This is an optimization exercise on Yosys and OpenROAD, whose aim is small area, not a production implementation.
Function was checked by simulation only, so behaviour that the tests miss may differ from the original.
Power and IR drop assume default switching activity.

### flow/design.v
module snake_body_buf
#(
  parameter int MAX_LEN = 64,
  parameter int G       = 16
) (
  input  logic       clk,
  input  logic       reset,
  input  logic       init,        
  input  logic       mv,          
  input  logic [1:0] mv_dir,      
  input  logic [9:0] mv_head,     
  input  logic       mv_grow,
  input  logic [6:0] len,
  input  logic       scan_load,   
  input  logic       scan_step,   
  input  logic [5:0] scan_idx,
  output logic [9:0] scan_seg,    
  output logic [9:0] head_seg,
  input  logic [5:0] rd_idx,
  output logic [9:0] rd_seg,
  output logic       rd_valid
);
  localparam int NG = MAX_LEN / G;
  localparam int GB = $clog2(G);
  function automatic logic [9:0] fwd(input logic [9:0] s, input logic [1:0] d);
    logic [4:0] x, y;
    x = s[4:0];
    y = s[9:5];
    if (d[1]) x = d[0] ? x + 5'd1 : x - 5'd1;
    else      y = d[0] ? y + 5'd1 : y - 5'd1;
    fwd = {y, x};
  endfunction
  function automatic logic [9:0] back(input logic [9:0] s, input logic [1:0] d);
    back = fwd(s, {d[1], ~d[0]});
  endfunction
  logic [MAX_LEN-2:0][1:0] dir_q;
  logic [NG-1:0][9:0]      cp_q;
  logic [9:0]              walk_q;
  logic [9:0]              rd_seg_q;
  logic                    rd_valid_q;
  always_ff @(posedge clk) begin
    if (reset || init) begin
      dir_q[0] <= 2'b11;
      dir_q[1] <= 2'b11;
    end else if (mv) begin
      dir_q[0] <= mv_dir;
      dir_q[1] <= dir_q[0];
    end
  end
  genvar i;
  generate
    for (i = 2; i < MAX_LEN - 1; i++) begin : g_dir
      always_ff @(posedge clk) begin
        if (mv) dir_q[i] <= dir_q[i-1];
      end
    end
  endgenerate
  always_ff @(posedge clk) begin
    if (reset || init) cp_q[0] <= {5'd12, 5'd16};
    else if (mv)       cp_q[0] <= mv_head;
  end
  generate
    for (i = 1; i < NG; i++) begin : g_cp
      always_ff @(posedge clk) begin
        if (mv) begin
          if (mv_grow && len == 7'(i * G)) cp_q[i] <= walk_q;
          else                             cp_q[i] <= fwd(cp_q[i], dir_q[i*G-1]);
        end
      end
    end
  endgenerate
  always_ff @(posedge clk) begin
    if (scan_load)      walk_q <= cp_q[0];
    else if (scan_step) walk_q <= back(walk_q, dir_q[scan_idx]);
  end
  assign scan_seg = walk_q;
  assign head_seg = cp_q[0];
  logic [GB-1:0]     rd_b;
  logic [9:0]        rd_cp;
  logic [G-2:0][1:0] rd_dirs;
  logic [G-2:0]      rd_m;
  logic [4:0]        xp, xn, yp, yn;
  logic [9:0]        rd_seg_d;
  logic [1:0]        dd;
  assign rd_b  = rd_idx[GB-1:0];
  always_comb begin
    rd_cp = cp_q[0];
    for (int g = 0; g < G - 1; g++) rd_dirs[g] = dir_q[g];
    for (int n = 1; n < NG; n++) begin
      if (rd_idx[5:GB] == (6-GB)'(n)) begin
        rd_cp = cp_q[n];
        for (int g = 0; g < G - 1; g++) rd_dirs[g] = dir_q[n*G + g];
      end
    end
    xp = '0; xn = '0; yp = '0; yn = '0;
    for (int g = 0; g < G - 1; g++) begin
      rd_m[g] = (GB'(g) < rd_b);
      dd = rd_dirs[g];
      xp = xp + 5'(rd_m[g] &  dd[1] &  dd[0]);
      xn = xn + 5'(rd_m[g] &  dd[1] & ~dd[0]);
      yp = yp + 5'(rd_m[g] & ~dd[1] &  dd[0]);
      yn = yn + 5'(rd_m[g] & ~dd[1] & ~dd[0]);
    end
    rd_seg_d = {rd_cp[9:5] - yp + yn, rd_cp[4:0] - xp + xn};
  end
  always_ff @(posedge clk) begin
    rd_seg_q <= rd_seg_d;
    if (reset) rd_valid_q <= 1'b0;
    else       rd_valid_q <= ({1'b0, rd_idx} < len);
  end
  assign rd_seg   = rd_seg_q;
  assign rd_valid = rd_valid_q;
endmodule
module snake_engine
#(
  parameter int GRID_W   = 32,
  parameter int GRID_H   = 24,
  parameter int MAX_LEN  = 64,
  parameter int INIT_LEN = 3
) (
  input  logic                       clk_100MHz,
  input  logic                       reset,
  input  logic                       game_tick,
  input  logic                       start,
  input  logic                       btn_up,
  input  logic                       btn_down,
  input  logic                       btn_left,
  input  logic                       btn_right,
  input  logic [4:0]                 food_x,
  input  logic [4:0]                 food_y,
  input  logic [$clog2(MAX_LEN)-1:0] seg_idx,
  output logic [4:0]                 seg_x,
  output logic [4:0]                 seg_y,
  output logic                       seg_valid,
  output logic [4:0]                 head_x,
  output logic [4:0]                 head_y,
  output logic [$clog2(MAX_LEN):0]   length,
  output logic                       ate,
  output logic                       running,
  output logic                       game_over,
  output logic [2:0]                 dbg_state
);
  localparam logic [1:0] DIR_UP    = 2'd0;
  localparam logic [1:0] DIR_DOWN  = 2'd1;
  localparam logic [1:0] DIR_LEFT  = 2'd2;
  localparam logic [1:0] DIR_RIGHT = 2'd3;
  localparam logic [2:0] ST_IDLE = 3'd0;
  localparam logic [2:0] ST_RUN  = 3'd1;
  localparam logic [2:0] ST_SCAN = 3'd2;
  localparam logic [2:0] ST_MOVE = 3'd3;
  localparam logic [2:0] ST_OVER = 3'd4;
  logic [2:0] state_q, state_d;
  logic [1:0] dir_q, dir_d;
  logic [1:0] last_dir_q, last_dir_d;
  logic [6:0] length_q, length_d;
  logic [5:0] scan_idx_q, scan_idx_d;
  logic       grow_q, grow_d;
  logic       ate_q, ate_d;
  logic       init, mv, scan_load, scan_step;
  logic [9:0] head_seg, scan_seg, rd_seg, cand;
  logic [1:0] step_dir;
  logic       hit_wall;
  logic       btn_valid;
  logic [1:0] btn_dir;
  logic [1:0] ref_dir;
  logic       in_run;
  snake_body_buf #(.MAX_LEN(MAX_LEN)) u_body (
    .clk      (clk_100MHz),
    .reset    (reset),
    .init     (init),
    .mv       (mv),
    .mv_dir   (last_dir_q),
    .mv_head  (cand),
    .mv_grow  (grow_q),
    .len      (length_q),
    .scan_load(scan_load),
    .scan_step(scan_step),
    .scan_idx (scan_idx_q),
    .scan_seg (scan_seg),
    .head_seg (head_seg),
    .rd_idx   (seg_idx),
    .rd_seg   (rd_seg),
    .rd_valid (seg_valid)
  );
  always_comb begin
    btn_valid = 1'b1;
    btn_dir   = DIR_RIGHT;
    if (btn_up)         btn_dir = DIR_UP;
    else if (btn_down)  btn_dir = DIR_DOWN;
    else if (btn_left)  btn_dir = DIR_LEFT;
    else if (btn_right) btn_dir = DIR_RIGHT;
    else                btn_valid = 1'b0;
  end
  assign in_run   = (state_q == ST_RUN);
  assign step_dir = in_run ? dir_q : last_dir_q;
  always_comb begin
    cand = head_seg;
    if (step_dir[1]) cand[4:0] = step_dir[0] ? head_seg[4:0] + 5'd1 : head_seg[4:0] - 5'd1;
    else             cand[9:5] = step_dir[0] ? head_seg[9:5] + 5'd1 : head_seg[9:5] - 5'd1;
  end
  always_comb begin
    case (dir_q)
      DIR_UP:   hit_wall = (head_seg[9:5] == 5'd0);
      DIR_DOWN: hit_wall = (head_seg[9:5] == 5'(GRID_H - 1));
      DIR_LEFT: hit_wall = (head_seg[4:0] == 5'd0);
      default:  hit_wall = (head_seg[4:0] == 5'(GRID_W - 1));
    endcase
  end
  assign ref_dir = game_tick ? dir_q : last_dir_q;
  always_comb begin
    state_d    = state_q;
    dir_d      = dir_q;
    last_dir_d = last_dir_q;
    length_d   = length_q;
    scan_idx_d = scan_idx_q;
    grow_d     = grow_q;
    ate_d      = 1'b0;
    init       = 1'b0;
    mv         = 1'b0;
    scan_load  = 1'b0;
    scan_step  = 1'b0;
    case (state_q)
      ST_IDLE, ST_OVER: begin
        if (start) begin
          init       = 1'b1;
          dir_d      = DIR_RIGHT;
          last_dir_d = DIR_RIGHT;
          length_d   = 7'(INIT_LEN);
          grow_d     = 1'b0;
          state_d    = ST_RUN;
        end
      end
      ST_RUN: begin
        if (btn_valid && (btn_dir != {ref_dir[1], ~ref_dir[0]})) dir_d = btn_dir;
        if (game_tick) begin
          last_dir_d = dir_q;
          if (hit_wall) begin
            state_d = ST_OVER;
          end else begin
            grow_d     = (cand == {food_y, food_x});
            scan_idx_d = '0;
            scan_load  = 1'b1;
            state_d    = ST_SCAN;
          end
        end
      end
      ST_SCAN: begin
        if (scan_seg == cand) state_d = ST_OVER;
        else if ({1'b0, scan_idx_q} == (grow_q ? length_q - 7'd1 : length_q - 7'd2)) state_d = ST_MOVE;
        else begin
          scan_idx_d = scan_idx_q + 6'd1;
          scan_step  = 1'b1;
        end
      end
      ST_MOVE: begin
        mv = 1'b1;
        if (grow_q) begin
          ate_d = 1'b1;
          if (length_q != 7'(MAX_LEN)) length_d = length_q + 7'd1;
        end
        state_d = ST_RUN;
      end
      default: state_d = ST_IDLE;
    endcase
  end
  always_ff @(posedge clk_100MHz) begin
    if (reset) begin
      state_q    <= ST_IDLE;
      dir_q      <= DIR_RIGHT;
      last_dir_q <= DIR_RIGHT;
      length_q   <= 7'(INIT_LEN);
      scan_idx_q <= '0;
      grow_q     <= 1'b0;
      ate_q      <= 1'b0;
    end else begin
      state_q    <= state_d;
      dir_q      <= dir_d;
      last_dir_q <= last_dir_d;
      length_q   <= length_d;
      scan_idx_q <= scan_idx_d;
      grow_q     <= grow_d;
      ate_q      <= ate_d;
    end
  end
  assign head_x    = head_seg[4:0];
  assign head_y    = head_seg[9:5];
  assign seg_x     = rd_seg[4:0];
  assign seg_y     = rd_seg[9:5];
  assign length    = length_q;
  assign ate       = ate_q;
  assign running   = (state_q == ST_RUN) || (state_q == ST_SCAN) || (state_q == ST_MOVE);
  assign game_over = (state_q == ST_OVER);
  assign dbg_state = state_q;
endmodule
### flow/run.sh
#!/bin/bash
# synth_recipe.tcl (not shown) runs the flow's synth.tcl, then flattens the netlist and writes it again
# the make line also repeats each setting of config.mk as NAME=value (left out here)
make -C /OpenROAD-flow-scripts/flow DESIGN_CONFIG=/design/flow/config.mk WORK_HOME=/design/flow/orfs CLKGATE_MAP_FILE= SYNTH_SCRIPT=/design/flow/synth_recipe.tcl finish
### flow/config.mk
export PLATFORM = sky130hd
export DESIGN_NAME = snake_engine
export DESIGN_NICKNAME = snake_engine
export VERILOG_FILES = /design/flow/design.v
export SDC_FILE = /design/flow/constraint.sdc
export NUM_CORES = 4
export LEC_CHECK = 0
export CAP_MARGIN = 20
export CORE_MARGIN = 2
export CORE_UTILIZATION = 40
export SLEW_MARGIN = 20
### flow/constraint.sdc
create_clock -name core_clock -period 10.0 [get_ports {clk_100MHz}]
set_input_delay 2.0000 -clock core_clock [delete_from_list [all_inputs] [get_ports {clk_100MHz}]]
set_output_delay 2.0000 -clock core_clock [all_outputs]
set_load 0.01 [all_outputs]
==> summary.md, run 1 <==
| Metric | Value |
|---|---|
| Status | finished clean |
| WL/cell | approximately 22 um |
| Post-DP HPWL | 26.7 mm |
| Largest family of logic cells by synthesized area | multiplexers |
| Crit end category | flip-flop |
| Power per Cell Area | 173 nW/um^2 |
| Root Driver | clkbuf_16 |
| XOR/XNOR Fraction of Synth Area | 5.89% |
| IO Port Bufs | 57 |
| Post-synthesis compound-gate area fraction | 8.13% |
| Max Clk Rate | 127 MHz |
| Drt first pass iters | 7 |
| Total track usage | about 20% |
| CTS max path bufs | 3 |
| Global-route wire length before repair | 55.7 mm |
| CTS tree | yes |
| CTS Hold Bufs | 0 |
| Post-Route Setup TNS | 0 ps |
| CP Cell Sequence | buf_2 > buf_4 > buf_4 > mux4_2 > a21oi_1 > and2_1 > fa_1 > fa_1 > inv_1 > fa_1 > fa_1 > inv_1 > fa_1 > fa_1 > inv_1 > ha_1 > fa_1 > a21o_1 > a21oi_1 > xnor2_1 > xnor2_1 |
| Post-Synth Adder-Cell Area | 14.2% |
| Hold/Removal Path Class | flip-flop to flip-flop |
| Final core occ | 45.9% |
| Die height | 189 um |
| CP max FO | 21 |
| Period Utilization, post-route | 78.9% |
| Slew margin rel. | 26.2% |
| Worst Path Arrival | approximately 8300 ps |
| Vias in the first global route | ~9,300 |
| Clk_skew | 16.8 ps |
| RSZ-0062 raised after global routing | no |
| Min cycle time layout | 7890 ps |
| # rows | 67 |
| Post-CTS Setup Repair Bufs | 0 |
| Layout cell share with drive strength beyond 1 | about an eighth |
| FILL cells | 3,059 |
| Post-Synth Simple-Gate Area | under 10% |
| Antenna cells | 0 |
| PostCTS Resize Cnt | 0 |
| Synth cell types | 60 |
| CP dominant cell by count | fa_1 |
| Post-Syn Area | approximately 14,000 sq um |
| Area growth, synth to finish | 12.8% |
| Clock slew at reported path FFs | 60 ps |
| Sequential area share after synthesis | 42.5% |
| Routed wire length | ~36 mm |
| Critical Path Source Type | input pin |
| Data required time of the worst path | between 10,000 and 15,000 ps |
| Vias per cell | 5.66 |
| Largest net degree at the start of global routing | 73 |
| Cells after DPL | 1,611 |
| EDFF count, synth | around 160 |
| Post-Syn Instances | 1,156 |
| Die area | between 30,000 and 40,000 sq um |
| Slew @ Worst Pin | approximately 1100 ps |
| Max-cap viol count | 0 |
| Post-route DRC | 0 |
| Final Hold Fails | 0 |
| Final Setup Violations | 0 |
| Vias | 9,355 |
| Initial core utilization | 40.7% |
| Mapped Nets | 1,299 |
| Buffers and inverters on the worst path | 6 |
| Largest delay share family, worst path | adder cells |
| CTS buffer count | 24 |
| Io pins | 58 |
| Slowest cell on the critical path | buf_2 |
| # clock sinks | ~210 |
| H-tree lvl count | 1 |
| Slew Viols, Final | 0 |
| Initial antenna violation count | 1 |
| Yosys warning total | 2 |
| Critical path class | input pin to flip-flop |
| Top_reg_cell synth | edfxtp_1 |
| Skew-Pair Late Insertion Delay | 530 ps |
| Pleak | 5.69 nW |
| Cell Count, Final, Fillers Out | 1,653 |
| Grt ovf | 0 |
| Multiplexer area fraction after synthesis | about 14% |
| Avg Inst Size Synth | 11.8 sq um |
| Synth async-reset ratio | 0% |
| Max incr delay on CP | between 500 and 600 ps |
| Die Wd | ~190 um |
| NumNets Final | roughly 1,300 |
| Post-DRT Antenna Nets | 0 |
| Drt first-iter violations | 927 |
| Largest vdd supply drop | 201 uV |
| GPL Wtd Cong | between 0.9 and 1 |
| Synthesized flop and latch total | 209 |
| CORE AREA | between 30,000 and 40,000 sq um |
sequential cells by signal, summed over array words and instances, names as in the netlist, 2 cells and up:
| signal | flops |
|---|---|
| u_body.dir_q | 126 |
| u_body.cp_q | 40 |
| u_body.rd_seg_q | 10 |
| u_body.walk_q | 10 |
| length_q | 7 |
| scan_idx_q | 6 |
| state_q | 3 |
| dir_q | 2 |
| last_dir_q | 2 |
cell usage in the layout (no fill, tap or decap), types with 29 or more instances in the layout:
master,count
dfxtp_1,45
edfxtp_1,162
inv_1,105
a21oi_1,62
a21o_1,29
clkdlybuf4s50_1,55
nor2_1,81
ha_1,59
mux4_2,78
xnor2_1,53
o21ai_0,58
fa_1,60
xor2_1,39
nand2_1,88
layer usage:
layer	up-vias	share of wire [%]	GRT usage, %
met2	344	45	31.3
met3	57	8.0	4.75
met4	2	2.6	5.71
li1	4230	-	-
met1	4722	44	29.1
met5	-	0.036	0
layout make-up:
cell class / count / area (sq um) / area share (%)
multi-input combinational: 778 / 7160 / 46.4
clock buffer: 30 / 664 / 4.31
clock inverter: 12 / 168 / 1.09
inverter: 106 / 400 / 2.60
timing repair buffer: 70 / 658 / 4.27
sequential: 209 / 5810 / 37.7
tap: 448 / 561 / 3.63
cell families (layout without fill, tap and decap cells):
family,Yosys count,after routing
and+or+nand+nor,283,283
DFF,209,209
xor gates and xnor gates,92,92
AOI/OAI and AO/OA,187,187
adders and majority gates,119,119
muxes,97,97
buffers and inverters,169,218
worst register-to-register path, cell delays in order, from the launching register on:
cell,delay (ps)
edfxtp_1,450
mux4_2,530
or3_1,400
fa_1,530
fa_1,510
fa_1,520
inv_1,50
fa_1,480
inv_1,50
fa_1,500
fa_1,550
inv_1,40
ha_1,210
fa_1,410
a21o_1,180
a21oi_1,170
xnor2_1,150
xnor2_1,130
cell usage after synthesis, drive strengths merged (2+ instances only):
master / n / area share (%)
edfxtp: 162 / 36
inv: 105 / 2.9
nand2: 88 / 2.4
nor2: 81 / 2.2
mux4: 78 / 13
a21oi: 62 / 2.3
o21ai: 61 / 2.2
fa: 60 / 8.8
ha: 59 / 5.4
xnor2: 53 / 3.4
dfxtp: 47 / 6.9
xor2: 39 / 2.5
clkbuf: 32 / 0.88
buf: 31 / 1.3
a21o: 29 / 1.6
nand3: 22 / 0.81
and3: 15 / 0.69
nor3: 14 / 0.51
mux2i: 13 / 0.98
or3: 12 / 0.55
nand2b: 10 / 0.46
nand4: 9 / 0.41
and2: 7 / 0.32
a31oi: 6 / 0.27
mux2: 6 / 0.49
o211ai: 6 / 0.33
nand4b: 5 / 0.32
nor2b: 4 / 0.18
a211oi: 3 / 0.16
nand3b: 3 / 0.16
nor3b: 3 / 0.25
nor4: 3 / 0.14
a2111o: 2 / 0.16
a211o: 2 / 0.13
and4: 2 / 0.13
o311ai: 2 / 0.13
o31ai: 2 / 0.11
or2: 2 / 0.092
stage by stage:
| step | setup slack, ps | area, sq um | power, mW | hold WS, ps |
|---|---|---|---|---|
| 2_1_floorplan | 1920 | 13700 | 1.57 | 438 |
| 3_3_place_gp | 1640 | 14600 | 1.74 | 453 |
| 3_5_place_dp | 1510 | 14600 | 1.76 | 459 |
| 4_1_cts | 2060 | 15400 | 2.70 | 474 |
| 5_1_grt | 1750 | 15400 | 2.84 | 487 |
| 6_report | 2110 | 15400 | 2.67 | 472 |
final timing paths:
kind / end / cells past startpoint / slack [ps] / start
setup / recovery: u_body.rd_seg_q[9] / 21 / 2110 / seg_idx[4]
setup reg to reg: u_body.rd_seg_q[9] / 17 / 4060 / u_body.dir_q[99]
hold / removal: u_body.dir_q[43] / 0 / 470 / u_body.dir_q[41]
hold reg to reg: u_body.dir_q[43] / 0 / 470 / u_body.dir_q[41]
report_power, final:
part | internal (mW) | total [mW] | switching, mW
Combinational | 0.352 | 0.728 | 0.377
Clock | 0.573 | 0.937 | 0.364
Sequential | 0.979 | 1.01 | 0.0269
==> run 2, diff against run 1 <==
--- a/flow/design.v
+++ b/flow/design.v
@@ -2,4 +2,3 @@
 #(
-  parameter int MAX_LEN = 64,
-  parameter int G       = 16
+  parameter int MAX_LEN = 64
 ) (
@@ -22,17 +21,67 @@
 );
-  localparam int NG = MAX_LEN / G;
-  localparam int GB = $clog2(G);
-  function automatic logic [9:0] fwd(input logic [9:0] s, input logic [1:0] d);
-    logic [4:0] x, y;
-    x = s[4:0];
-    y = s[9:5];
-    if (d[1]) x = d[0] ? x + 5'd1 : x - 5'd1;
-    else      y = d[0] ? y + 5'd1 : y - 5'd1;
-    fwd = {y, x};
+  function automatic logic [1:0] fa(input logic a, input logic b, input logic c);
+    fa = {(a & b) | (c & (a ^ b)), a ^ b ^ c};
   endfunction
-  function automatic logic [9:0] back(input logic [9:0] s, input logic [1:0] d);
-    back = fwd(s, {d[1], ~d[0]});
+  function automatic logic [4:0] add5(input logic [4:0] a, input logic [4:0] b, input logic ci);
+    logic [1:0] t;
+    logic       c;
+    c = ci;
+    for (int k = 0; k < 5; k++) begin
+      t       = fa(a[k], b[k], c);
+      add5[k] = t[0];
+      c       = t[1];
+    end
+  endfunction
+  function automatic logic [4:0] incdec(input logic [4:0] x, input logic en, input logic dn);
+    logic c;
+    c = en;
+    for (int k = 0; k < 5; k++) begin
+      incdec[k] = x[k] ^ c;
+      c         = c & (x[k] ^ dn);
+    end
+  endfunction
+  function automatic logic [9:0] step(input logic [9:0] s, input logic [1:0] d, input logic fw);
+    logic hz, dn;
+    hz   = d[1] ~^ d[0];
+    dn   = d[1] ^ fw;
+    step = {incdec(s[9:5], ~hz, dn), incdec(s[4:0], hz, dn)};
+  endfunction
+  function automatic logic [2:0] pc7(input logic [6:0] v);
+    logic [1:0] p, q, r, s;
+    p   = fa(v[0], v[1], v[2]);
+    q   = fa(v[3], v[4], v[5]);
+    r   = fa(p[0], q[0], v[6]);
+    s   = fa(p[1], q[1], r[1]);
+    pc7 = {s, r[0]};
+  endfunction
+  function automatic logic [3:0] pc15(input logic [14:0] v);
+    logic [2:0] p, q;
+    logic [1:0] t;
+    logic       c;
+    p = pc7(v[6:0]);
+    q = pc7(v[13:7]);
+    c = v[14];
+    for (int k = 0; k < 3; k++) begin
+      t       = fa(p[k], q[k], c);
+      pc15[k] = t[0];
+      c       = t[1];
+    end
+    pc15[3] = c;
+  endfunction
+  function automatic logic [4:0] pc31(input logic [30:0] v);
+    logic [3:0] p, q;
+    logic [1:0] t;
+    logic       c;
+    p = pc15(v[14:0]);
+    q = pc15(v[29:15]);
+    c = v[30];
+    for (int k = 0; k < 4; k++) begin
+      t       = fa(p[k], q[k], c);
+      pc31[k] = t[0];
+      c       = t[1];
+    end
+    pc31[4] = c;
   endfunction
   logic [MAX_LEN-2:0][1:0] dir_q;
-  logic [NG-1:0][9:0]      cp_q;
+  logic [9:0]              cp0_q, cp1_q;
   logic [9:0]              walk_q;
@@ -58,49 +107,34 @@
   always_ff @(posedge clk) begin
-    if (reset || init) cp_q[0] <= {5'd12, 5'd16};
-    else if (mv)       cp_q[0] <= mv_head;
+    if (reset || init) cp0_q <= {5'd12, 5'd16};
+    else if (mv)       cp0_q <= mv_head;
   end
-  generate
-    for (i = 1; i < NG; i++) begin : g_cp
-      always_ff @(posedge clk) begin
-        if (mv) begin
-          if (mv_grow && len == 7'(i * G)) cp_q[i] <= walk_q;
-          else                             cp_q[i] <= fwd(cp_q[i], dir_q[i*G-1]);
-        end
-      end
+  always_ff @(posedge clk) begin
+    if (mv) begin
+      if (mv_grow && len == 7'd32) cp1_q <= walk_q;
+      else                         cp1_q <= step(cp1_q, dir_q[31], 1'b1);
     end
-  endgenerate
+  end
   always_ff @(posedge clk) begin
-    if (scan_load)      walk_q <= cp_q[0];
-    else if (scan_step) walk_q <= back(walk_q, dir_q[scan_idx]);
+    if (scan_load)      walk_q <= cp0_q;
+    else if (scan_step) walk_q <= step(walk_q, dir_q[scan_idx], 1'b0);
   end
   assign scan_seg = walk_q;
-  assign head_seg = cp_q[0];
-  logic [GB-1:0]     rd_b;
-  logic [9:0]        rd_cp;
-  logic [G-2:0][1:0] rd_dirs;
-  logic [G-2:0]      rd_m;
-  logic [4:0]        xp, xn, yp, yn;
-  logic [9:0]        rd_seg_d;
-  logic [1:0]        dd;
-  assign rd_b  = rd_idx[GB-1:0];
+  assign head_seg = cp0_q;
+  logic [4:0]  rd_b;
+  logic [9:0]  rd_cp;
+  logic [30:0] rd_a, rd_c;
+  logic [4:0]  na, nc;
+  logic [9:0]  rd_seg_d;
+  assign rd_b  = rd_idx[4:0];
+  assign rd_cp = rd_idx[5] ? cp1_q : cp0_q;
   always_comb begin
-    rd_cp = cp_q[0];
-    for (int g = 0; g < G - 1; g++) rd_dirs[g] = dir_q[g];
-    for (int n = 1; n < NG; n++) begin
-      if (rd_idx[5:GB] == (6-GB)'(n)) begin
-        rd_cp = cp_q[n];
-        for (int g = 0; g < G - 1; g++) rd_dirs[g] = dir_q[n*G + g];
-      end
-    end
-    xp = '0; xn = '0; yp = '0; yn = '0;
-    for (int g = 0; g < G - 1; g++) begin
-      rd_m[g] = (GB'(g) < rd_b);
-      dd = rd_dirs[g];
-      xp = xp + 5'(rd_m[g] &  dd[1] &  dd[0]);
-      xn = xn + 5'(rd_m[g] &  dd[1] & ~dd[0]);
-      yp = yp + 5'(rd_m[g] & ~dd[1] &  dd[0]);
-      yn = yn + 5'(rd_m[g] & ~dd[1] & ~dd[0]);
+    for (int g = 0; g < 31; g++) begin
+      rd_a[g] = (5'(g) < rd_b) & (rd_idx[5] ? dir_q[32+g][1] : dir_q[g][1]);
+      rd_c[g] = (5'(g) < rd_b) & (rd_idx[5] ? dir_q[32+g][0] : dir_q[g][0]);
     end
-    rd_seg_d = {rd_cp[9:5] - yp + yn, rd_cp[4:0] - xp + xn};
   end
+  assign na = pc31(rd_a);
+  assign nc = pc31(rd_c);
+  assign rd_seg_d = {add5(add5(rd_cp[9:5], nc, 1'b0), ~na, 1'b1),
+                     add5(add5(rd_cp[4:0], rd_b, 1'b0), ~add5(na, nc, 1'b0), 1'b1)};
   always_ff @(posedge clk) begin
@@ -142,6 +176,6 @@
 );
-  localparam logic [1:0] DIR_UP    = 2'd0;
-  localparam logic [1:0] DIR_DOWN  = 2'd1;
-  localparam logic [1:0] DIR_LEFT  = 2'd2;
-  localparam logic [1:0] DIR_RIGHT = 2'd3;
+  localparam logic [1:0] DIR_UP    = 2'b01;
+  localparam logic [1:0] DIR_DOWN  = 2'b10;
+  localparam logic [1:0] DIR_LEFT  = 2'b00;
+  localparam logic [1:0] DIR_RIGHT = 2'b11;
   localparam logic [2:0] ST_IDLE = 3'd0;
@@ -197,4 +231,4 @@
     cand = head_seg;
-    if (step_dir[1]) cand[4:0] = step_dir[0] ? head_seg[4:0] + 5'd1 : head_seg[4:0] - 5'd1;
-    else             cand[9:5] = step_dir[0] ? head_seg[9:5] + 5'd1 : head_seg[9:5] - 5'd1;
+    if (step_dir[1] == step_dir[0]) cand[4:0] = step_dir[1] ? head_seg[4:0] + 5'd1 : head_seg[4:0] - 5'd1;
+    else                            cand[9:5] = step_dir[1] ? head_seg[9:5] + 5'd1 : head_seg[9:5] - 5'd1;
   end
@@ -233,3 +267,3 @@
       ST_RUN: begin
-        if (btn_valid && (btn_dir != {ref_dir[1], ~ref_dir[0]})) dir_d = btn_dir;
+        if (btn_valid && (btn_dir != ~ref_dir)) dir_d = btn_dir;
         if (game_tick) begin
==> flow/flow/run.sh (new file) <==
#!/bin/bash
set -euo pipefail
bash standard.sh \
  "BUFFER_PORTS_ARGS=-buffer_cell sky130_fd_sc_hd__buf_1" \
  "CTS_ARGS=-sink_clustering_enable -repair_clock_nets -dont_use_dummy_load -buf_list sky130_fd_sc_hd__clkbuf_8" \
  finish > orfs_make.log 2>&1
==> flow/standard.sh (new file) <==
#!/bin/bash
# synth_recipe.tcl (not shown) runs the flow's synth.tcl, then flattens the netlist and writes it again
# the make line also repeats each setting of config.mk as NAME=value (left out here)
make -C /OpenROAD-flow-scripts/flow DESIGN_CONFIG=/design/flow/config.mk WORK_HOME=/design/flow/orfs CLKGATE_MAP_FILE= SYNTH_SCRIPT=/design/flow/synth_recipe.tcl "${@:-finish}"
removed: flow/run.sh
==> summary.md, run 2 <==
| Metric | Value |
|---|---|
| Status | finished clean |
| Skew-Pair Late Insertion Delay | 480 ps |
| Pleak | 4.75 nW |
| Data required time of the worst path | 10,410 ps |
| Hold/Removal Path Class | flip-flop to flip-flop |
| Synth cell types | 78 |
| CTS Hold Bufs | 0 |
| Total track usage | between 10% and 20% |
| Post-Syn Area | 12,400 sq um |
| Yosys warning total | 2 |
| Die Wd | ~180 um |
| Avg Inst Size Synth | 11.3 sq um |
| Vias in the first global route | 8,627 |
| Met1 WL | between 10 and 15 mm |
| CORE AREA | 30,500 sq um |
| Root Driver | clkbuf_8 |
| Most frequent cells in the layout | edfxtp_1 (142), mux2i_1 (106), nor2_1 (97) |
| Post-route setup slack | about 2100 ps |
| IO Port Bufs | 57 |
| Sequential area share after synthesis | 42.1% |
| Die height | 180 um |
| Final Setup Violations | 0 |
| Max-cap viol count | 0 |
| Post-route DRC | 0 |
| Area leader, netlist | edfxtp_1 |
| Post-DRT Antenna Nets | 0 |
| Routed wire length | slightly above 30 mm |
| CTS tree | yes |
| Largest vdd supply drop | 561 uV |
| Crit end category | flip-flop |
| Initial core utilization | between 40% and 50% |
| Synth async-reset ratio | 0% |
| Commonest non-fill, non-tap cell in the layout | edfxtp_1 |
| EDFF count, synth | roughly 140 |
| CP max FO | 31 |
| Post-Route Setup TNS | 0 ps |
| Period Utilization, post-route | 78.5% |
| RSZ-0062 raised after global routing | no |
| Drt first-iter violations | 588 |
| Top-area cell type share of the netlist area | between 30% and 40% |
| Met2 WL | 14.1 mm |
| Post-CTS Setup Repair Bufs | 0 |
| Die area | between 30,000 and 40,000 sq um |
| Top_reg_cell synth | edfxtp_1 |
| CTS buffer count | 17 |
| Max FFs per register | 126 |
| Top cells by area, synth | edfxtp_1 (34%), fa_1 (11%), mux2i_1 (8.6%) |
| Post-DP HPWL | about 23 mm |
| Top Metal Used | met4 |
| Largest net degree at the start of global routing | between 80 and 90 |
| # clock sinks | 189 |
| Max Clk Rate | 127 MHz |
| Vias per cell | about 5.5 |
| Clk_skew | 41.1 ps |
| Most frequent cell after synthesis | edfxtp_1 |
| PostCTS Resize Cnt | 0 |
| Initial antenna violation count | 0 |
| Metal3 WL | 1.55 mm |
| Drt first pass iters | 5 |
| Slew Viols, Final | 0 |
| CTS max path bufs | 2 |
| WL/cell | 20.1 um |
| Pre-CTS WS | 1630 ps |
| GPL Wtd Cong | approximately 0.85 |
| Min cycle time layout | ~7900 ps |
| Worst Path Arrival | 8260 ps |
| Grt ovf | 0 |
| Slew margin rel. | a little under a third |
| FILL cells | 2,882 |
| Layout cell share with drive strength beyond 1 | 8.65% |
| Synthesized flop and latch total | 189 |
| NumNets Final | about 1,200 |
| Area growth, synth to finish | 6.18% |
| Most flops, register | u_body.dir_q |
| Critical path class | input pin to flip-flop |
| Mapped Nets | 1,213 |
| Global-route wire length before repair | 48.8 mm |
| Clock slew at reported path FFs | 90 ps |
| # rows | between 60 and 70 |
| Post-Syn Instances | 1,098 |
| Power per Cell Area | 363 nW/um^2 |
| Io pins | 58 |
| Vias | 8,400 |
| Slew @ Worst Pin | about 1000 ps |
| Synth top cells by count | edfxtp_1 (142), mux2i_1 (106), nor2_1 (97) |
| Final Hold Fails | 0 |
| H-tree lvl count | 4 |
| Antenna cells | 0 |
| Critical Path Source Type | input pin |
run 2: cell types whose count changed in the layout (fill, tap and decap cells not counted), sizes merged, moves of 17 or more:
cell / before / now
edfxtp: 162 / 142
clkdlybuf4s50: 55 / 0
nor2: 81 / 98
buf: 15 / 67
inv: 108 / 84
mux2i: 13 / 107
nand2: 88 / 67
ha: 59 / 22
o21ai: 61 / 40
a21oi: 62 / 33
mux4: 78 / 19
a21o: 29 / 10
run 2: stage by stage:
| stage | power [mW] | hold WS [ps] | area [sq um] | std cells | util [%] |
|---|---|---|---|---|---|
| CTS | 4.82 | 459 | 13100 | 1518 | 43.0 |
| finish | 4.76 | 458 | 13100 | 1518 | 43.0 |
| global placement | 4.30 | 460 | 12900 | 1501 | 42.3 |
| global route | 5.19 | 473 | 13100 | 1518 | 43.0 |
| detailed placement | 4.42 | 460 | 12900 | 1501 | 42.3 |
| floorplan | 3.39 | 438 | 12400 | 1098 | - |
run 2: final cells by class:
type	instances	area, sq um	share of cell area [%]
repair buffers	68	300	2.29
flip-flops and latches	189	5210	39.7
inverters	85	322	2.45
multi-input cells	763	6570	50.0
clock buffers	17	234	1.78
well taps	396	495	3.77
run 2: power by group:
part	internal, mW	switching (mW)
registers	1.08	0.138
clock network	0.151	0.247
logic	1.41	1.73
total	2.64	2.12
run 2: cell families after synthesis:
logic type	share of synthesized area (%)
compound gates	7.91
simple gates	12.3
mux	14.1
buf+inv	4.80
flops	42.1
fa+ha+maj	13.4
xor+xnor	5.34
run 2: critical path, cell delays in order:
cell and delay [ps]:
clkbuf_4 460, buf_4 420, mux2i_1 260, nor2_1 80
fa_1 540, inv_1 50, fa_1 550, inv_1 70
fa_1 500, inv_1 50, fa_1 390, fa_1 390
fa_1 490, inv_1 80, fa_1 440, fa_1 490
inv_1 50, fa_1 400, xnor2_1 200, xnor2_1 160
xnor2_1 130
run 2: per-layer routing:
layer	vias to the layer above	GRT usage (%)
li1	3931	-
met1	4204	27.5
met2	240	30.5
met3	25	3.20
met4	0	5.46
met5	-	0
run 2: worst paths after layout:
path,start,endpoint,slack [ps],depth (start not counted)
max,seg_idx[5],u_body.rd_seg_q[4],2150,21
min,u_body.dir_q[55],u_body.dir_q[57],460,0
max reg2reg,u_body.dir_q[94],u_body.rd_seg_q[4],4110,19
min reg2reg,u_body.dir_q[55],u_body.dir_q[57],460,0
==> run 3, diff against run 2 <==
==> flow/run.sh (new file) <==
#!/bin/bash
# synth_recipe.tcl (not shown) runs the flow's synth.tcl, then flattens the netlist and writes it again
# the make line also repeats each setting of config.mk as NAME=value (left out here)
make -C /OpenROAD-flow-scripts/flow DESIGN_CONFIG=/design/flow/config.mk WORK_HOME=/design/flow/orfs CLKGATE_MAP_FILE= SYNTH_SCRIPT=/design/flow/synth_recipe.tcl finish
removed: flow/flow/run.sh
removed: flow/standard.sh
==> summary.md, run 3 <==
| Metric | Value |
|---|---|
| Status | finished clean |
| EDFF count, synth | 142 |
| Vias per cell | between 5 and 6 |
| Vias | 8,428 |
| Crit end category | flip-flop |
| IO Port Bufs | 57 |
| Critical Path Source Type | input pin |
| WL/cell | 20.4 um |
| Area occupied by multi-input gates | 6570 sq um |
| Final Setup Violations | 0 |
| Max Clk Rate | 118 MHz |
| CTS max path bufs | 2 |
| Pleak | 5.04 nW |
| Flip-flop and latch area | 5210 sq um |
| Die area | 32,300 sq um |
| Reg2reg start | u_body.dir_q[78] |
| CORE AREA | 30,500 sq um |
| Internal power | 2.87 mW |
| Worst Path Arrival | 8890 ps |
| Global-route wire length before repair | 49.9 mm |
| Post-Syn Area | 12,400 sq um |
| NumNets Final | 1,236 |
| Slew Viols, Final | 0 |
| Critical path class | input pin to flip-flop |
| # rows | 64 |
| Post-DP HPWL | ~23 mm |
| PostCTS Resize Cnt | 0 |
| Yosys warning total | 2 |
| Synth async-reset ratio | 0% |
| H-tree lvl count | 4 |
| Most frequent cells in the layout | edfxtp_1 (142), mux2i_1 (106), nor2_1 (97) |
| Sequential area share after synthesis | 42.1% |
| Combinational power share | 62.6% |
| Power per Cell Area | 369 nW/um^2 |
| Final Hold Fails | 0 |
| Hold/Removal Path Class | flip-flop to flip-flop |
| Top_reg_cell synth | edfxtp_1 |
| HP Start | u_body.dir_q[69] |
| Vias in the first global route | 8,552 |
| Post-route cell area | 13,800 sq um |
| Avg Inst Size Synth | around 11 sq um |
| Area growth, synth to finish | 11.6% |
| Post-Syn Instances | between 1,000 and 1,500 |
| Skew-Pair Late Insertion Delay | between 400 and 500 ps |
| Most flops, register | u_body.dir_q |
| Root Driver | clkbuf_16 |
| Post-DRT Antenna Nets | 0 |
| Switch Pwr | 2.23 mW |
| Post-route DRC | 0 |
| Period Utilization, post-route | 85.0% |
| Post-CTS Setup Repair Bufs | 0 |
| Clk_skew | 14.6 ps |
| Sequential Power Share | 24.1% |
| Initial core utilization | 40.5% |
| Clock slew at reported path FFs | 80 ps |
| Slew margin rel. | around a third |
| CTS Hold Bufs | 0 |
| Grt ovf | 0 |
| Top cells by area, synth | edfxtp_1 (34%), fa_1 (11%), mux2i_1 (8.6%) |
| Initial antenna violation count | 0 |
| Post-Route Setup TNS | 0 ps |
| Min cycle time layout | 8500 ps |
| Mapped Nets | 1,213 |
| Area leader, netlist | edfxtp_1 |
| Drt first-iter violations | 671 |
| Slew @ Worst Pin | 998 ps |
| Largest vdd supply drop | 525 uV |
| Top-area cell type share of the netlist area | about 34% |
| Antenna cells | 0 |
| Die Wd | between 150 and 200 um |
| Launch point of the worst path | seg_idx[4] |
| Layout cell share with drive strength beyond 1 | roughly a tenth |
| Max-cap viol count | 0 |
| Synth cell types | 78 |
| Final core occ | 45.2% |
| Placed cell areas | 13,200 sq um |
| Commonest non-fill, non-tap cell in the layout | edfxtp_1 |
| GPL Wtd Cong | between 0.8 and 0.9 |
| Largest net degree at the start of global routing | 76 |
| RSZ-0062 raised after global routing | no |
| Die height | 180 um |
| Most frequent cell after synthesis | edfxtp_1 |
| Synthesized flop and latch total | 189 |
| Data required time of the worst path | 10,390 ps |
| Routed wire length | 31.2 mm |
| Synth top cells by count | edfxtp_1 (142), mux2i_1 (106), nor2_1 (97) |
| Switching Share | 43.7% |
| Total track usage | 19.8% |
| CP max FO | 22 |
| # clock sinks | 189 |
| Max FFs per register | 126 |
| FILL cells | 2,759 |
| Clock share of power | 13.3% |
| CTS buffer count | 17 |
| Io pins | 58 |
| CTS tree | yes |
| Drt first pass iters | 5 |
-- run 3: cell counts after synthesis --
Identical to the previous run, type by type.
-- run 3: path summary, 6_finish.rpt --
check        cells after the start  slack (ps)                 end
max reg2reg                     19        4070  u_body.rd_seg_q[4]
min reg2reg                      0         480    u_body.dir_q[71]
min                              0         480    u_body.dir_q[71]
max                             21        1500  u_body.rd_seg_q[4]
-- run 3: metrics by stage --
stage          hold slack [ps]  setup slack [ps]  instances  total power [mW]
2_1_floorplan              438              1590       1098              3.39
3_3_place_gp               451              1140       1498              4.33
3_5_place_dp               459              1060       1498              4.43
4_1_cts                    478              1520       1530              5.13
5_1_grt                    496              1090       1530              5.55
6_report                   475              1500       1530              5.09
-- run 3: cell type report --
class | instances | share of cell area (%)
clock buffer | 17 | 3.08
clock inverter | 15 | 1.03
inverter | 85 | 2.33
multi-input combinational | 763 | 47.7
sequential | 189 | 37.7
tap | 396 | 3.59
timing repair buffer | 65 | 4.55
-- run 3: metal layers --
layer / GRT usage (%) / up-vias / routed length, um
met5: 0 / - / 0
met4: 5.40 / 0 / 414
met3: 2.71 / 26 / 1240
met2: 31.0 / 207 / 14500
met1: 28.8 / 4250 / 15100
li1: - / 3945 / -
-- run 3: power groups by stage --
stage / clock [mW] / sequential [mW] / combinational [mW]
after floorplan: 0 / 1.18 / 2.21
after global placement: 0 / 1.24 / 3.09
after detailed placement: 0 / 1.24 / 3.20
after CTS: 0.690 / 1.22 / 3.21
after global routing: 0.719 / 1.25 / 3.58
final: 0.680 / 1.23 / 3.19
-- run 3: cells by family after synthesis --
group	Yosys count	share of synthesized area, %
and+or+nand+nor	305	12.3
adders and majority gates	91	13.4
DFF	189	42.1
xor gates and xnor gates	73	5.34
buffers and inverters	146	4.80
AOI/OAI and AO/OA	147	7.91
muxes	147	14.1
-- run 3: worst max-delay path: stages --
cell	delay (ps)
clkdlybuf4s50_1	890
a21oi_1	530
a21boi_0	320
nor2_1	110
fa_1	510
inv_1	50
fa_1	550
inv_1	60
fa_1	380
inv_1	70
fa_1	450
fa_1	450
fa_1	550
inv_1	70
fa_1	410
fa_1	500
inv_1	60
fa_1	400
xnor2_1	210
xnor2_1	170
xnor2_1	130
==> run 4, diff against run 3 <==
==> flow/flow/run.sh (new file) <==
#!/bin/bash
# The standard layout with three changes:
#  - synthesis maps logic with an area-oriented ABC script (flow/abc_area.script,
#    amap instead of the delay-driven &nf with buffering and sizing); everything
#    else in synthesis, registers included, is the standard script unchanged;
#  - port buffers are buf_1;
#  - the clock tree uses clkbuf_8 buffers and no dummy balancing loads.
set -euo pipefail
W=$PWD
rm -rf "$W/scripts_area"
cp -r "$FLOW_HOME/scripts" "$W/scripts_area"
cp "$W/flow/abc_area.script" "$W/scripts_area/abc_speed.script"
bash standard.sh \
  "SCRIPTS_DIR=$W/scripts_area" \
  "BUFFER_PORTS_ARGS=-buffer_cell sky130_fd_sc_hd__buf_1" \
  "CTS_ARGS=-sink_clustering_enable -repair_clock_nets -dont_use_dummy_load -buf_list \"sky130_fd_sc_hd__clkbuf_4 sky130_fd_sc_hd__clkbuf_8\"" \
  finish > orfs_make.log 2>&1
==> flow/flow/abc_area.script (new file) <==
strash
dch -f
amap
mfs2
strash
dch -f
amap
topo
==> flow/standard.sh (new file) <==
#!/bin/bash
# synth_recipe.tcl (not shown) runs the flow's synth.tcl, then flattens the netlist and writes it again
# the make line also repeats each setting of config.mk as NAME=value (left out here)
make -C /OpenROAD-flow-scripts/flow DESIGN_CONFIG=/design/flow/config.mk WORK_HOME=/design/flow/orfs CLKGATE_MAP_FILE= SYNTH_SCRIPT=/design/flow/synth_recipe.tcl "${@:-finish}"
removed: flow/run.sh
==> summary.md, run 4 <==
| Metric | Value |
|---|---|
| Post-Syn Area | 11,100 sq um |
| Io pins | 58 |
| Cells after DPL | 1,430 |
| Failed at | clock tree synthesis |
| Synthesized flop and latch total | ~190 |
| Yosys warning total | 2 |
| IO Port Bufs | 57 |
| GPL Wtd Cong | 0.872 |
| Initial core utilization | 40.9% |
| Status | did not finish |
| Area leader, netlist | edfxtp_1 |
| Die height | between 150 and 200 um |
| Sequential area share after synthesis | 47.0% |
| Most frequent cell after synthesis | clkinv_1 |
| Synth async-reset ratio | 0% |
| # rows | 60 |
| Avg Inst Size Synth | 10.9 sq um |
| Top_reg_cell synth | edfxtp_1 |
| First Err | [ERROR STA-0564] clock_tree_synthesis positional arguments not supported. |
| Synth top cells by count | clkinv_1 (166), edfxtp_1 (142), nor2_1 (114) |
| Post-DP HPWL | approximately 23 mm |
| Top-area cell type share of the netlist area | 38.5% |
| Die Wd | 170 um |
| Placed cell areas | between 10,000 and 15,000 sq um |
| EDFF count, synth | 142 |
| Synth cell types | 39 |
| Post-Syn Instances | 1,018 |
| Top cells by area, synth | edfxtp_1 (39%), fa_1 (12%), dfxtp_1 (8.5%) |
| Mapped Nets | approximately 1,100 |
[run 4: worst min path at each step]
stage / startpoint / endpoint / slack (ps) / cells after the start
3_3_place_gp: u_body.dir_q[3] / u_body.dir_q[5] / 430 / 0
2_1_floorplan: u_body.dir_q[3] / u_body.dir_q[5] / 420 / 0
3_5_place_dp: u_body.dir_q[3] / u_body.dir_q[5] / 430 / 0
[run 4: cells by family after synthesis]
group	synth area share [%]
simple gates	7.35
buf+inv	5.63
compound gates	25.0
fa+ha+maj	15.0
flops	47.0
[run 4: power by group through the flow]
stage / Sequential (mW) / Clock [mW] / Combinational, mW
2_1_floorplan: 1.11 / 0 / 1.85
3_3_place_gp: 1.10 / 0 / 2.49
3_5_place_dp: 1.10 / 0 / 2.57
[run 4: per-stage QoR]
| step | power (mW) | utilization, % | worst slack [ps] |
|---|---|---|---|
| 2_1_floorplan | 2.96 | - | 1470 |
| 3_3_place_gp | 3.60 | 43.8 | 1510 |
| 3_5_place_dp | 3.67 | 43.8 | 1490 |
==> run 5, diff against run 4 <==
--- a/flow/flow/run.sh
+++ b/flow/flow/run.sh
@@ -15,3 +15,3 @@
   "BUFFER_PORTS_ARGS=-buffer_cell sky130_fd_sc_hd__buf_1" \
-  "CTS_ARGS=-sink_clustering_enable -repair_clock_nets -dont_use_dummy_load -buf_list \"sky130_fd_sc_hd__clkbuf_4 sky130_fd_sc_hd__clkbuf_8\"" \
+  "CTS_ARGS=-sink_clustering_enable -repair_clock_nets -dont_use_dummy_load -buf_list sky130_fd_sc_hd__clkbuf_8" \
   finish > orfs_make.log 2>&1
==> summary.md, run 5 <==
| Metric | Value |
|---|---|
| Root Driver | clkbuf_8 |
| Slew Viols, Final | 0 |
| Reg2reg start | state_q[0] |
| Sequential area share after synthesis | a little under half |
| Most flops, register | u_body.dir_q |
| Post-Syn Instances | 1,018 |
| Skew-Pair Late Insertion Delay | between 400 and 500 ps |
| Drt first pass iters | 6 |
| Power per Cell Area | approximately 330 nW/um^2 |
| Final Setup Violations | 0 |
| Drt first-iter violations | 1,246 |
| Max FFs per register | approximately 130 |
| Global-route wire length before repair | between 40 and 50 mm |
| CTS tree | yes |
| IO Port Bufs | 57 |
| Clock slew at reported path FFs | roughly 100 ps |
| Die Wd | 170 um |
| Slew margin rel. | 33.2% |
| Avg Inst Size Synth | 10.9 sq um |
| Commonest non-fill, non-tap cell in the layout | clkinv_1 |
| Vias in the first global route | approximately 8,600 |
| PostCTS Resize Cnt | 0 |
| Top cells by area, synth | edfxtp_1 (39%), fa_1 (12%), dfxtp_1 (8.5%) |
| H-tree lvl count | 4 |
| Hold/Removal Path Class | flip-flop to flip-flop |
| # clock sinks | ~190 |
| Final Hold Fails | 0 |
| # rows | 60 |
| Period Utilization, post-route | 80.2% |
| CTS Hold Bufs | 0 |
| NumNets Final | approximately 1,200 |
| Post-DP HPWL | 22.6 mm |
| Layout cell share with drive strength beyond 1 | ~3.3% |
| Worst R2R End | scan_idx_q[0] |
| Die area | 29,000 sq um |
| Synth async-reset ratio | 0% |
| CTS buffer count | 17 |
| Status | finished clean |
| Grt ovf | 0 |
| Min cycle time layout | roughly 8000 ps |
| CTS max path bufs | 2 |
| Mapped Nets | approximately 1,100 |
| Post-CTS Setup Repair Bufs | 0 |
| Die height | 170 um |
| CP Capture Point | u_body.rd_seg_q[4] |
| Internal power | 2.17 mW |
| Yosys warning total | 2 |
| Top_reg_cell synth | edfxtp_1 |
| Data required time of the worst path | 10,370 ps |
| Most frequent cells in the layout | clkinv_1 (164), edfxtp_1 (142), nor2_1 (114) |
| Critical path class | input pin to flip-flop |
| Max-cap viol count | 0 |
| Combinational power share | 62.9% |
| CP max FO | 8 |
| Routed wire length | approximately 32 mm |
| Post-DRT Antenna Nets | 0 |
| Io pins | 58 |
| WL/cell | 21.8 um |
| RSZ-0062 raised after global routing | no |
| Final core occ | 44.6% |
| Antenna cells | 0 |
| Vias | 9,136 |
| Crit end category | flip-flop |
| Initial core utilization | 40.9% |
| Initial antenna violation count | 0 |
| Clock share of power | 10.0% |
| Switch Pwr | between 1.5 and 2 mW |
| GPL Wtd Cong | 0.872 |
| EDFF count, synth | 142 |
| Synth cell types | 39 |
| Top-area cell type share of the netlist area | 38.5% |
| Area growth, synth to finish | 9.01% |
| Largest vdd supply drop | 427 uV |
| R2R setup slack | 3510 ps |
| Largest net degree at the start of global routing | 88 |
| Switching Share | 45.9% |
| Area leader, netlist | edfxtp_1 |
| Total track usage | between 20 and 25% |
| CORE AREA | 27,000 sq um |
| Post-route setup slack | around 2000 ps |
| Synthesized flop and latch total | 189 |
| R2R cell count | 19 |
| Synth top cells by count | clkinv_1 (166), edfxtp_1 (142), nor2_1 (114) |
| HP Start | u_body.dir_q[5] |
| Final hold slack | 463 ps |
| Post-Syn Area | between 10,000 and 15,000 sq um |
| Clk_skew | 30.1 ps |
| Vias per cell | 6.31 |
| Launch point of the worst path | seg_idx[1] |
| Pleak | 3.71 nW |
| Worst Path Arrival | roughly 8400 ps |
| Post-route DRC | 0 |
| Sequential Power Share | between 20 and 30% |
| Max Clk Rate | between 100 and 150 MHz |
| Slew @ Worst Pin | 1000 ps |
| Critical Path Source Type | input pin |
| Most frequent cell after synthesis | clkinv_1 |
| Pre-CTS WS | 1490 ps |
| Post-Route Setup TNS | 0 ps |
==> run 5: cell counts after synthesis <==
No cell type changed its count.
==> run 5: cells by family (layout without fill, tap and decap cells) <==
kind of cell,count (synthesis),count (layout),synth area share (%)
buffers and inverters,166,254,5.63
flip-flops,189,189,47.0
adder cells (fa/ha/maj),91,91,15.0
AND/OR/NAND/NOR,196,196,7.35
AO/OA/AOI/OAI,376,376,25.0
==> run 5: worst min path at each step <==
| stage | to | slack, ps | depth (start not counted) |
|---|---|---|---|
| 3_5_place_dp | u_body.dir_q[5] | 430 | 0 |
| 5_1_grt | u_body.dir_q[7] | 470 | 0 |
| 3_3_place_gp | u_body.dir_q[5] | 430 | 0 |
| 2_1_floorplan | u_body.dir_q[5] | 420 | 0 |
| 4_1_cts | u_body.dir_q[7] | 460 | 0 |
| 6_report | u_body.dir_q[7] | 460 | 0 |
==> run 5: area by class of cell <==
type                            instances  area (sq um)
Sequential cell                       189          5210
Tap cell                              341           427
Clock buffer                           17           234
Timing Repair Buffer                   71           324
Inverter                              166           623
Fill cell                            2600         15000
Multi-Input combinational cell        663          5250
==> run 5: stage by stage <==
stage | total power, mW | instance area (sq um) | cells
floorplan | 2.96 | 11100 | 1018
global placement | 3.60 | 11800 | 1430
finish | 4.01 | 12100 | 1447
global route | 4.46 | 12100 | 1447
CTS | 4.07 | 12100 | 1447
detailed placement | 3.67 | 11800 | 1430
==> run 5: worst max-delay path: stages <==
cell      delay, ps
buf_1           210
nand2_1         340
clkinv_1        190
nor2_1          200
o21ai_0         240
o221a_1         220
fa_1            510
clkinv_1         80
fa_1            550
clkinv_1        140
fa_1            570
clkinv_1         80
fa_1            430
fa_1            410
fa_1            500
clkinv_1        120
fa_1            570
clkinv_1         80
fa_1            410
fa_1            390
nand2_1          60
o21ai_0          70
==> run 5: per-layer routing <==
layer  share of wire, %  up-vias  routed length, um  GRT usage, %
met4                3.7        0               1150          9.77
li1                   -     4145                  -             -
met5                  0        -                  0             0
met2                 44      458              14000          33.1
met3                8.2       64               2590          4.84
met1                 44     4469              13800          31.4
==> run 5: power by group through the flow <==
stage,registers [mW],logic (mW),clock network [mW]
final,1.09,2.52,0.400
after global routing,1.10,2.93,0.437
after CTS,1.08,2.58,0.410
after detailed placement,1.10,2.57,0
after global placement,1.10,2.49,0
after floorplan,1.11,1.85,0
==> run 6, diff against run 5 <==
==> flow/flow/run.sh (replaced) <==
#!/bin/bash
# The standard layout with these changes:
#  - synthesis maps logic with an area-oriented ABC script (flow/abc_area.script:
#    amap instead of the delay-driven &nf with buffering and sizing); everything
#    else in synthesis, registers included, is the standard script unchanged;
#  - after synthesis, flow/fapol.py removes inverters around the full adders by
#    flipping adders to their dual form (registers and ports untouched);
#  - port buffers are buf_1;
#  - the clock tree uses clkbuf_8 buffers and no dummy balancing loads.
# Each tool's output goes to a log file in this folder (orfs_*.log, fapol.log)
# besides ORFS's own per-step logs under orfs/logs.
set -euo pipefail
W=$PWD
RES="$W/orfs/results/$FLOW_PLATFORM/snake_engine/base"
rm -rf "$W/scripts_area"
cp -r "$FLOW_HOME/scripts" "$W/scripts_area"
cp "$W/flow/abc_area.script" "$W/scripts_area/abc_speed.script"
ARGS=(
  "SCRIPTS_DIR=$W/scripts_area"
  "BUFFER_PORTS_ARGS=-buffer_cell sky130_fd_sc_hd__buf_1"
  "CTS_ARGS=-sink_clustering_enable -repair_clock_nets -dont_use_dummy_load -buf_list sky130_fd_sc_hd__clkbuf_8 -sink_clustering_size 10 -sink_clustering_max_diameter 40"
)
bash standard.sh "${ARGS[@]}" "$RES/1_2_yosys.v" > orfs_synth.log 2>&1
if python3 flow/fapol.py "$RES/1_2_yosys.v" "$W/fapol_out.v" > fapol.log 2>&1; then
  cp "$RES/1_2_yosys.v" "$W/yosys_before_fapol.v"
  cp "$W/fapol_out.v" "$RES/1_2_yosys.v"
fi
bash standard.sh "${ARGS[@]}" finish > orfs_make.log 2>&1
==> flow/flow/fapol.py (new file) <==
#!/usr/bin/env python3
"""Inverter clean-up around full adders in a Yosys gate netlist (sky130hd).

A full adder is self-dual: FA(~a, ~b, ~c) = (~cout, ~sum). Each FA may therefore
be "flipped": fed the complements of its inputs, it gives the complements of its
outputs. The pass collapses every inverter into a polarity on the pin it feeds,
chooses which FAs to flip so that the fewest nets need an inverted copy, and
writes the netlist back with one inv_1 per net that needs one. Registers, ports
and every other cell are kept as they are; only inverters change and FA pins
are reconnected.

usage: fapol.py IN.v OUT.v
"""
import math
import random
import re
import sys

PFX = "sky130_fd_sc_hd__"
OUT_PINS = {"X", "Y", "Q", "Q_N", "SUM", "COUT", "HI", "LO"}
INV_RE = re.compile(r"^(inv|clkinv)_\d+$")
FA_IN = ("A", "B", "CIN")
FA_OUT = ("SUM", "COUT")


def is_inv(t):
    return bool(INV_RE.match(t))


def main(src, dst):
    text = open(src).read()
    mod_start = text.index("module ")
    inst_re = re.compile(r"((?:[ \t]*\(\*[^\n]*\*\)[ \t]*\n)*)[ \t]*" + PFX +
                         r"(\w+)\s+(\S+)\s*\((.*?)\);[ \t]*\n", re.S)
    matches = list(inst_re.finditer(text, mod_start))
    head = text[:matches[0].start()]
    tail = text[matches[-1].end():]
    for a, b in zip(matches, matches[1:]):
        if text[a.end():b.start()].strip():
            raise SystemExit("fapol: unexpected text between instances")
    if "assign" in head or "assign" in tail:
        raise SystemExit("fapol: assign statements not handled")

    ports_out = set()
    ports_in = set()
    for kind, rng, names in re.findall(r"^\s*(input|output|inout)\s*(\[[^\]]*\])?\s*([^;]+);", head, re.M):
        tgt = ports_out if kind != "input" else ports_in
        for n in names.split(","):
            n = n.strip()
            if rng:
                hi, lo = [int(v) for v in rng[1:-1].split(":")]
                for i in range(min(hi, lo), max(hi, lo) + 1):
                    tgt.add(f"{n}[{i}]")
            else:
                tgt.add(n)

    insts = []
    for m in matches:
        pins = {}
        for p, n in re.findall(r"\.(\w+)\(([^()]*)\)", m.group(4)):
            pins[p] = n.strip()
        insts.append([m.group(2), m.group(3), pins])

    drv = {}
    for i, (t, name, pins) in enumerate(insts):
        for p, n in pins.items():
            if p in OUT_PINS and n:
                if n in drv:
                    raise SystemExit("fapol: net with two drivers")
                drv[n] = (i, p)

    inv_idx = {i for i, c in enumerate(insts) if is_inv(c[0])}
    fa_idx = [i for i, c in enumerate(insts) if c[0].startswith("fa_")]

    def root(n):
        """(root net, parity) of net n through inverters."""
        k = 0
        seen = 0
        while n in drv and drv[n][0] in inv_idx:
            n = insts[drv[n][0]][2]["A"]
            k ^= 1
            seen += 1
            if seen > 100:
                raise SystemExit("fapol: inverter loop")
        return n, k

    # Loads: (inst, pin, root, parity); output ports are loads too.
    loads = {}
    for i, (t, name, pins) in enumerate(insts):
        if i in inv_idx:
            continue
        for p, n in pins.items():
            if p in OUT_PINS or not n or n.startswith("1'"):
                continue
            r, k = root(n)
            loads.setdefault(r, []).append((i, p, k))
    port_of = {}
    for o in ports_out:
        r, k = root(o)
        loads.setdefault(r, []).append((None, o, k))
        port_of.setdefault((r, k), []).append(o)
    for key, lst in port_of.items():
        if len(lst) > 1:
            raise SystemExit("fapol: two output ports on one signal")

    fa_set = set(fa_idx)
    flip = {i: 0 for i in fa_idx}

    def provided(r):
        d = drv.get(r)
        if d and d[0] in fa_set:
            return flip[d[0]]
        return 0

    def wanted(ld):
        i, p, k = ld
        if i in fa_set and p in FA_IN:
            return k ^ flip[i]
        return k

    def net_cost(r):
        pv = provided(r)
        return 1 if any(wanted(ld) != pv for ld in loads.get(r, [])) else 0

    roots = set(loads)
    for i in fa_idx:
        for p in FA_OUT:
            if insts[i][2].get(p):
                roots.add(insts[i][2][p])
    fa_roots = {}
    for i in fa_idx:
        rs = set()
        for p in FA_IN:
            n = insts[i][2][p]
            if n and not n.startswith("1'"):
                rs.add(root(n)[0])
        for p in FA_OUT:
            if insts[i][2].get(p):
                rs.add(insts[i][2][p])
        fa_roots[i] = rs

    # Output ports must stay driven by name; an FA that drives a port net
    # directly is not flipped.
    fixed = set()
    for i in fa_idx:
        for p in FA_OUT:
            n = insts[i][2].get(p)
            if n in ports_out:
                fixed.add(i)
    free = [i for i in fa_idx if i not in fixed]

    cost = {r: net_cost(r) for r in roots}
    total = sum(cost.values())
    start_total = total
    best = (total, dict(flip))
    rng = random.Random(1)
    temp = 1.0
    steps = 20000 if free else 0
    for s in range(steps):
        i = rng.choice(free)
        flip[i] ^= 1
        new = {r: net_cost(r) for r in fa_roots[i]}
        d = sum(new[r] - cost[r] for r in new)
        if d <= 0 or rng.random() < math.exp(-d / temp):
            cost.update(new)
            total += d
            if total < best[0]:
                best = (total, dict(flip))
        else:
            flip[i] ^= 1
        temp = max(0.02, 1.0 * (1 - s / steps))
    flip = best[1]

    # Rebuild: drop all inverters, give each root a true and (if needed) an
    # inverted physical net.
    names_used = set(drv) | set(n for c in insts for n in c[2].values())
    counter = [0]
    new_wires = []

    def fresh():
        while True:
            counter[0] += 1
            n = f"_fapol_{counter[0]}_"
            if n not in names_used:
                new_wires.append(n)
                names_used.add(n)
                return n

    # Original net names per (root, parity), used to keep names where possible.
    orig_name = {}
    for n in list(names_used):
        if not n or n.startswith("1'"):
            continue
        r, k = root(n)
        if (r, k) not in orig_name or n in ports_out:
            orig_name[(r, k)] = n
    for (r, k), lst in port_of.items():
        orig_name[(r, k)] = lst[0]

    phys = {}  # (root, value parity) -> net name

    def phys_net(r, k):
        if (r, k) in phys:
            return phys[(r, k)]
        n = orig_name.get((r, k))
        if n is None or n in phys.values():
            n = fresh()
        phys[(r, k)] = n
        return n

    out_insts = []
    added = 0
    for i, c in enumerate(insts):
        if i in inv_idx:
            continue
        out_insts.append(c)
    # driver outputs
    all_roots = set(loads)
    for r in all_roots | set(n for i in fa_idx for p in FA_OUT for n in [insts[i][2].get(p)] if n):
        pv = provided(r)
        d = drv.get(r)
        need = {wanted(ld) for ld in loads.get(r, [])}
        if d is None:
            # input port or constant: value parity 0 is the net itself
            if pv != 0:
                raise SystemExit("fapol: undriven root flipped")
            phys[(r, 0)] = r
        else:
            ti = phys_net(r, pv)
            insts[d[0]][2][d[1]] = ti
        if (pv ^ 1) in need:
            src = phys_net(r, pv)
            dst_n = phys_net(r, pv ^ 1)
            out_insts.append(["inv_1", f"_fapol_inv_{counter[0]}_{len(out_insts)}", {"A": src, "Y": dst_n}])
            added += 1
    for i, c in enumerate(insts):
        if i in inv_idx:
            continue
        for p, n in list(c[2].items()):
            if p in OUT_PINS or not n or n.startswith("1'"):
                continue
            r, k = root(n)
            w = k ^ (flip[i] if (i in fa_set and p in FA_IN) else 0)
            c[2][p] = phys_net(r, w)
    for o in ports_out:
        r, k = root(o)
        if phys.get((r, k)) != o:
            raise SystemExit(f"fapol: port {o} lost its name")

    def nt(n):
        return n + " " if n.startswith("\\") else n

    out = [head]
    for n in new_wires:
        out.append(f"  wire {n};\n")
    for c in out_insts:
        pins = ",\n".join(f"    .{p}({nt(n)})" for p, n in c[2].items())
        out.append(f"  {PFX}{c[0]} {nt(c[1])} (\n{pins}\n  );\n")
    out.append(tail)
    open(dst, "w").write("".join(out))
    sys.stderr.write(f"fapol: inverters {len(inv_idx)} -> {added} "
                     f"(net cost {start_total} -> {best[0]}, {sum(flip.values())} FAs flipped)\n")


if __name__ == "__main__":
    main(sys.argv[1], sys.argv[2])
==> summary.md, run 6 <==
| Metric | Value |
|---|---|
| Status | finished clean |
| Total track usage | between 20 and 25% |
| Yosys warning total | 2 |
| # rows | 60 |
| Worst Path Arrival | 8320 ps |
| Post-Syn Area | ~11,000 sq um |
| IO Port Bufs | 57 |
| Initial antenna violation count | 2 |
| Vias in the first global route | 8,339 |
| Routed wire length | approximately 31 mm |
| Final Setup Violations | 0 |
| RSZ-0062 raised after global routing | no |
| Post-DRT Antenna Nets | 0 |
| CTS tree | yes |
| NumNets Final | 1,189 |
| Pleak | 4.27 nW |
| Largest vdd supply drop | 384 uV |
| Mapped Nets | 1,100 |
| Power per Cell Area | 341 nW/um^2 |
| FILL cells | 2,569 |
| Post-Syn Instances | around 990 |
| Post-CTS Setup Repair Bufs | 0 |
| GR peak layer | met2 |
| Post-Route Setup TNS | 0 ps |
| Die height | 169 um |
| Grt ovf | 0 |
| Most flops, register | u_body.dir_q |
| Layout cell share with drive strength beyond 1 | under 10% |
| Max-cap viol count | 0 |
| Io pins | just under 60 |
| PostCTS Resize Cnt | 0 |
| R2R cell count | 18 |
| Data required time of the worst path | 10,340 ps |
| Slew @ Worst Pin | between 1000 and 1500 ps |
| Avg Inst Size Synth | 11.1 sq um |
| CTS max path bufs | 2 |
| Post-route setup slack | 2010 ps |
| CORE AREA | about 27,000 sq um |
| Drt first pass iters | 6 |
| Hold/Removal Path Class | flip-flop to flip-flop |
| Vias per cell | approximately 6.2 |
| Commonest non-fill, non-tap cell in the layout | edfxtp_1 |
| Most frequent cells in the layout | edfxtp_1 (142), inv_1 (131), nor2_1 (114) |
| Global-route wire length before repair | 48.1 mm |
| CTS buffer count | 17 |
| Max FFs per register | 126 |
| Period Utilization, post-route | 79.9% |
| Routing usage on met3 | 4.31% |
| Die area | around 29,000 sq um |
| GRT met2 Usage | roughly 36% |
| H-tree lvl count | 4 |
| Max Clk Rate | 125 MHz |
| Post-route DRC | 0 |
| Min cycle time layout | around 8000 ps |
| WHS Path Cells | 0 |
| Clk_skew | roughly 45 ps |
| Clock slew at reported path FFs | 100 ps |
| Area growth, synth to finish | 9.17% |
| Critical path class | input pin to flip-flop |
| Critical Path Source Type | input pin |
| Pre-CTS WS | 1580 ps |
| Slew margin rel. | 31.0% |
| Die Wd | 169 um |
| Slew Viols, Final | 0 |
| Largest net degree at the start of global routing | 82 |
| WL/cell | 22.0 um |
| Post-DP HPWL | approximately 23 mm |
| Drt first-iter violations | 1,031 |
| Root Driver | clkbuf_8 |
| GPL Wtd Cong | 0.895 |
| Crit end category | flip-flop |
| Skew-Pair Late Insertion Delay | 490 ps |
| Final Hold Fails | 0 |
| # clock sinks | 189 |
| Vias | 8,754 |
| CP max FO | 8 |
| Grt met1 use | about 30% |
| CTS Hold Bufs | 0 |
| Total power | about 4.1 mW |
| Initial core utilization | 40.7% |
run 6: power by group:
part | internal, mW | switching, mW
Sequential | 1.01 | 0.0741
Clock | 0.151 | 0.247
Combinational | 1.05 | 1.54
Total | 2.21 | 1.86
run 6: cell type report:
cell class                 instances  area (sq um)  share of cell area [%]
tap                              341           427                    3.57
inverter                         133           499                    4.18
timing repair buffer              70           325                    2.72
sequential                       189          5210                    43.6
antenna                            2          5.00                  0.0419
clock buffer                      17           234                    1.96
multi-input combinational        663          5250                    43.9
run 6: metal layers:
metal | up-vias | part of all wire [%]
met5 | - | 0
met4 | 0 | 2.6
met3 | 58 | 7.4
met2 | 413 | 47
met1 | 4235 | 43
li1 | 4048 | -
run 6: worst paths after layout:
path | end | slack, ps | from
setup / recovery | u_body.rd_seg_q[9] | 2010 | seg_idx[1]
hold / removal | u_body.dir_q[5] | 460 | u_body.dir_q[3]
setup reg to reg | u_body.rd_seg_q[9] | 4230 | u_body.dir_q[0]
hold reg to reg | u_body.dir_q[5] | 460 | u_body.dir_q[3]
run 6: worst max-delay path, cell delays in order:
cell and delay [ps]:
buf_1 400, nand2_1 280, inv_1 170, nor2_1 80
o21ai_0 430, o221a_1 320, fa_1 460, fa_1 420
fa_1 470, fa_1 510, fa_1 450, fa_1 560
inv_1 80, fa_1 440, fa_1 470, fa_1 420
nor2_1 110, a21oi_1 70, nor2_1 140, a21oi_1 50
run 6: through the flow:
step	hold slack [ps]	cells	cell area [sq um]	utilization [%]
floorplan	408	985	10900	-
global route	472	1415	11900	44.4
CTS	444	1412	11900	44.3
finish	458	1415	11900	44.4
detailed placement	432	1395	11700	43.5
global placement	412	1395	11700	43.5

## what the ideal ports hide
How much do the figures lean on ideal ports? The routed layouts below were timed once more, with nothing changed but the port constraints. Step 1 (the two cells are an assumption about what drives the block):
set clk [get_ports {clk_100MHz}]
set_driving_cell -lib_cell sky130_fd_sc_hd__clkbuf_16 $clk
set_driving_cell -lib_cell sky130_fd_sc_hd__buf_2 [delete_from_list [all_inputs] $clk]
Step 2 times the ports against the registers' clock, not the clock port: input delays grow and output delays shrink by t, the midpoint of the rising clock arrivals with the driver on. Three values: ideal ports, drivers, drivers and shift; two values: the first two.
run | t (ns) | setup WS [ns] | worst hold slack (ns) | worst data-port slew with drivers (ns) | cell pins on the clock port's net
run 1 | 0.568 | 2.108 / 2.131 / 1.564 | 0.472 / 0.472 / 0.472 | 0.06 | 1
run 2 | 0.508 | 2.148 / 2.167 / 1.660 | 0.458 / 0.458 / 0.458 | 0.06 | 1
run 3 | 0.495 | 1.500 / 1.522 / 1.026 | 0.475 / 0.475 / 0.475 | 0.06 | 1
run 5 | 0.507 | 1.979 / 1.999 / 1.492 | 0.463 / 0.463 / 0.463 | 0.03 | 1
run 6 | 0.510 | 2.015 / 2.039 / 1.528 | 0.458 / 0.458 / 0.458 | 0.08 | 1
After both steps every run listed still meets setup and hold. The setup slack of run 1, which loses most, moves by +0.023 ns with the drivers and by -0.544 ns with both steps.
